Source: an optimization exercise on an open RTL-to-GDS flow (aim: small area, a short achievable clock period and few clock cycles per item). Production flows keep margins and buffers that such runs may drop. Only simulation tests tie the RTL to the original design; equivalence was not proved. Power figures rest on the tool's default switching activity, not on a simulated workload.

==> v10: inputs <==
==> flow/design.v (excerpt) <==
module double_ended_indexed_array #(
  parameter int CAPACITY   = dea_pkg::DEA_CAPACITY,
  parameter int WORD_WIDTH = dea_pkg::DEA_WORD_WIDTH
) (
  input  logic                         clk,
  input  logic                         rst,
  input  logic                         in_valid,
  output logic                         in_stall,
  input  logic [dea_pkg::FUNC_W-1:0]   func,
  input  logic [dea_pkg::INDEX_W-1:0]  index,
  input  logic [dea_pkg::VALUE_W-1:0]  value,
  output logic                         out_valid,
  input  logic                         out_stall,
  output logic [dea_pkg::DATA_W-1:0]   data,
  output logic                         ok,
  output logic [dea_pkg::COUNT_W-1:0]  count,
  output logic                         empty_res
);
==> module dea_datapath, before the edit <==
module dea_datapath (
  input  logic          clk,
  input  logic          rst,
  input  logic          we,
  input  logic [6:0]    waddr,
  input  logic [31:0]   wdata,
  input  logic          res_v,
  input  logic [15:0]   rsel_lo,
  input  logic [7:0]    rsel_hi,
  input  logic          res_ok,
  input  logic [7:0]    res_count,
  input  logic          res_empty,
  output logic          out_valid,
  input  logic          out_stall,
  output logic [31:0]   data,
  output logic          ok,
  output logic [7:0]    count,
  output logic          empty_res
);
  localparam int QW = 42;
  localparam int QD = 3;
  logic [127:0][31:0] mem;
  logic        w_en;
  logic [6:0]  w_addr;
  logic [31:0] w_data;
  always_ff @(posedge clk) begin
    w_en   <= we;
    w_addr <= waddr;
    w_data <= wdata;
  end
  always_ff @(posedge clk) begin
    for (int k = 0; k < 128; k++) begin
      if (w_en && w_addr == 7'(k)) mem[k] <= w_data;
    end
  end
  logic         m_v;
  logic [15:0]  m_lo;
  logic [7:0]   m_hi;
  logic         m_ok;
  logic [7:0]   m_count;
  logic         m_empty;
  logic [31:0]  m_data;
  always_ff @(posedge clk) begin
    if (rst) m_v <= 1'b0;
    else     m_v <= res_v;
    m_lo    <= rsel_lo;
    m_hi    <= rsel_hi;
    m_ok    <= res_ok;
    m_count <= res_count;
    m_empty <= res_empty;
  end
  logic [7:0][5:0][31:0] n_l1;
  logic [7:0][1:0][31:0] p_l1;
  logic [7:0][31:0]      n_grp;
  for (genvar g = 0; g < 8; g++) begin : g_grp
    for (genvar t = 0; t < 5; t++) begin : g_aoi
      dea_aoi222 u_aoi (
        .a0 (mem[16*g+3*t]),   .s0 ({32{m_lo[3*t]}}),
        .a1 (mem[16*g+3*t+1]), .s1 ({32{m_lo[3*t+1]}}),
        .a2 (mem[16*g+3*t+2]), .s2 ({32{m_lo[3*t+2]}}),
        .y  (n_l1[g][t])
      );
    end
    assign n_l1[g][5] = ~(mem[16*g+15] & {32{m_lo[15]}});
    assign p_l1[g][0] = ~(n_l1[g][0] & n_l1[g][1] & n_l1[g][2]);
    assign p_l1[g][1] = ~(n_l1[g][3] & n_l1[g][4] & n_l1[g][5]);
    assign n_grp[g]   = ~((p_l1[g][0] | p_l1[g][1]) & {32{m_hi[g]}});
  end
  always_comb begin
    m_data = '0;
    for (int g = 0; g < 8; g++) m_data = m_data | ~n_grp[g];
  end
  logic [QD-1:0][QW-1:0] q;
  logic [QD-1:0]         qv;      
  logic [QW-1:0]         din;
  logic                  pop;
  assign din = {m_data, m_ok, m_count, m_empty};
  assign pop = qv[0] && !out_stall;
  always_ff @(posedge clk) begin
    if (rst) begin
      qv <= '0;
    end else begin
      for (int k = 0; k < QD; k++) begin
        if (pop) begin
          qv[k] <= (k < QD-1) ? (qv[k+1] | (m_v & qv[k])) : (m_v & qv[k]);
        end else begin
          qv[k] <= qv[k] | (m_v & ((k == 0) ? 1'b1 : qv[k-1]));
        end
      end
    end
  end
  always_ff @(posedge clk) begin
    for (int k = 0; k < QD; k++) begin
      if (rst && k == 0) begin
        q[k] <= '0;
      end else if (pop) begin
        if (m_v && qv[k] && !((k < QD-1) ? qv[k+1] : 1'b0)) q[k] <= din;
        else if (k < QD-1)                                 q[k] <= q[k+1];
      end else begin
        if (m_v && !qv[k] && ((k == 0) ? 1'b1 : qv[k-1]))  q[k] <= din;
      end
    end
  end
  assign out_valid = qv[0];
  assign {data, ok, count, empty_res} = q[0];
endmodule
==> module dea_aoi222, before the edit <==
module dea_aoi222 (
  input  logic [31:0] a0, s0, a1, s1, a2, s2,
  output logic [31:0] y
);
  assign y = ~((a0 & s0) | (a1 & s1) | (a2 & s2));
endmodule
Settings: LEC_CHECK=0, CAP_MARGIN=20, CORE_MARGIN=2, CORE_UTILIZATION=55, CTS_CLUSTER_DIAMETER=150, CTS_CLUSTER_SIZE=24, PLACE_DENSITY=0.65, SETUP_SLACK_MARGIN=3.8, SLEW_MARGIN=20, SYNTH_HIERARCHICAL=1, SYNTH_MINIMUM_KEEP_SIZE=0; clock period 7.0 ns.
run.sh (not shown) runs the stock make flow with config.mk's settings and CLKGATE_MAP_FILE= SYNTH_SCRIPT=/design/flow/synth_recipe.tcl, a recipe that flattens the netlist after the stock synthesis.
==> inputs of v2, as changes to v10 <==
--- a/flow/design.v
+++ b/flow/design.v
@@ -138,2 +138,3 @@
   logic [7:0]   m_hi;
+  logic [7:0][31:0] m_grp;
   logic         m_ok;
@@ -151,22 +152,11 @@
   end
-  logic [7:0][5:0][31:0] n_l1;
-  logic [7:0][1:0][31:0] p_l1;
-  logic [7:0][31:0]      n_grp;
-  for (genvar g = 0; g < 8; g++) begin : g_grp
-    for (genvar t = 0; t < 5; t++) begin : g_aoi
-      dea_aoi222 u_aoi (
-        .a0 (mem[16*g+3*t]),   .s0 ({32{m_lo[3*t]}}),
-        .a1 (mem[16*g+3*t+1]), .s1 ({32{m_lo[3*t+1]}}),
-        .a2 (mem[16*g+3*t+2]), .s2 ({32{m_lo[3*t+2]}}),
-        .y  (n_l1[g][t])
-      );
-    end
-    assign n_l1[g][5] = ~(mem[16*g+15] & {32{m_lo[15]}});
-    assign p_l1[g][0] = ~(n_l1[g][0] & n_l1[g][1] & n_l1[g][2]);
-    assign p_l1[g][1] = ~(n_l1[g][3] & n_l1[g][4] & n_l1[g][5]);
-    assign n_grp[g]   = ~((p_l1[g][0] | p_l1[g][1]) & {32{m_hi[g]}});
-  end
   always_comb begin
     m_data = '0;
-    for (int g = 0; g < 8; g++) m_data = m_data | ~n_grp[g];
+    for (int g = 0; g < 8; g++) begin
+      m_grp[g] = '0;
+      for (int j = 0; j < 16; j++) begin
+        m_grp[g] = m_grp[g] | (mem[16*g+j] & {32{m_lo[j]}});
+      end
+      m_data = m_data | (m_grp[g] & {32{m_hi[g]}});
+    end
   end
@@ -205,8 +195,2 @@
   assign {data, ok, count, empty_res} = q[0];
-endmodule
-module dea_aoi222 (
-  input  logic [31:0] a0, s0, a1, s1, a2, s2,
-  output logic [31:0] y
-);
-  assign y = ~((a0 & s0) | (a1 & s1) | (a2 & s2));
 endmodule
--- a/flow/config.mk
+++ b/flow/config.mk
@@ -9,9 +9,7 @@
 export CORE_MARGIN = 2
-export CORE_UTILIZATION = 55
+export CORE_UTILIZATION = 50
 export CTS_CLUSTER_DIAMETER = 150
 export CTS_CLUSTER_SIZE = 24
-export PLACE_DENSITY = 0.65
+export PLACE_DENSITY = 0.6
 export SETUP_SLACK_MARGIN = 3.8
 export SLEW_MARGIN = 20
-export SYNTH_HIERARCHICAL = 1
-export SYNTH_MINIMUM_KEEP_SIZE = 0
==> comparison table <==
|  | v10 | v2 |
|---|---|---|
| Outcome | no timing/DRC/antenna violations | no timing/DRC/antenna violations |
| Routed wire length per instance | 39.4 um | 41.3 um |
| Height of the die | 529 um | 563 um |
| Worst slew margin | 20.6% | 21.0% |
| Overall power | 42.5 mW | 42.9 mW |
| Seq. cell area | 0.129 sq mm | 0.129 sq mm |
| Number of nets in the final layout | 8042 | 8335 |
| Share of power burned in the clock network | 31.0% | 31.4% |
| Post-Synth Adder-Cell Area | 0.170% | 0.165% |
| Net count after synthesis | 7532 | 8222 |
| Beginning of the worst hold path | u_datapath.q[59] | u_datapath.q[74] |
| Reg-to-reg critical path startpoint | u_datapath.m_lo[8] | u_datapath.w_addr[5] |
| Power density normalized to cell area | 253 mW/mm^2 | 250 mW/mm^2 |
| Worst setup slack after layout | 3.72 ns | 3.64 ns |
| Final std cells w/o fill | 11.8k | 12.5k |
| Total half-perimeter wirelength after legalization and detailed placement | 245000 um | 260000 um |
| Met1 GRT Util | 44.8% | 45.7% |
| Critical path origin | u_datapath.m_lo[8] | u_datapath.w_addr[5] |
| Total number of placement rows | 192 | 205 |
| Post-detailed-route via-to-cell ratio | 7.32 | 7.20 |
| Floorplan die area | 0.280 sq mm | 0.317 sq mm |
| Time the final worst path needs with I/O delays and setup | 3.28 ns | 3.36 ns |
| First-pass GRT wire length | 630000 um | 695000 um |
| Vias in the first global route | 81.1k | 83.9k |
| Portion of total power attributed to sequential cells | 67.3% | 66.7% |
Testbench counts of v10, summed over its fixed seeds: cycles 24,016, ops 24,000.
Testbench counts of v2, summed over its fixed seeds: cycles 24,016, ops 24,000.

[separate check: timing with driven ports]
The flow's constraints put no driver on any port. The routed layouts listed below were extracted and timed again, unchanged, in two steps.
Step 1 assumes that a clkbuf_16 drives the clock port and a buf_2 every other input.
Step 2 times the ports against the registers' clock, not the clock port: input delays grow and output delays shrink by t, the midpoint of the rising clock arrivals with the driver on.
Slacks: no drivers / after step 1 / after step 2; pairs: no drivers / after step 1.
run | t (ns) | slack for setup (ns) | worst register clock-pin slew, ns | worst slew at a driven data input, ns
v10 | 1.020 | 3.718 / 3.718 / 2.849 | 0.11 / 0.11 | 0.04
v2 | 1.052 | 3.638 / 3.638 / 2.990 | 0.11 / 0.11 | 0.10
After both steps setup and hold are still met in every run listed. The setup slack of v10, which loses most, moves by 0.000 ns with the drivers and by -0.869 ns with both steps.
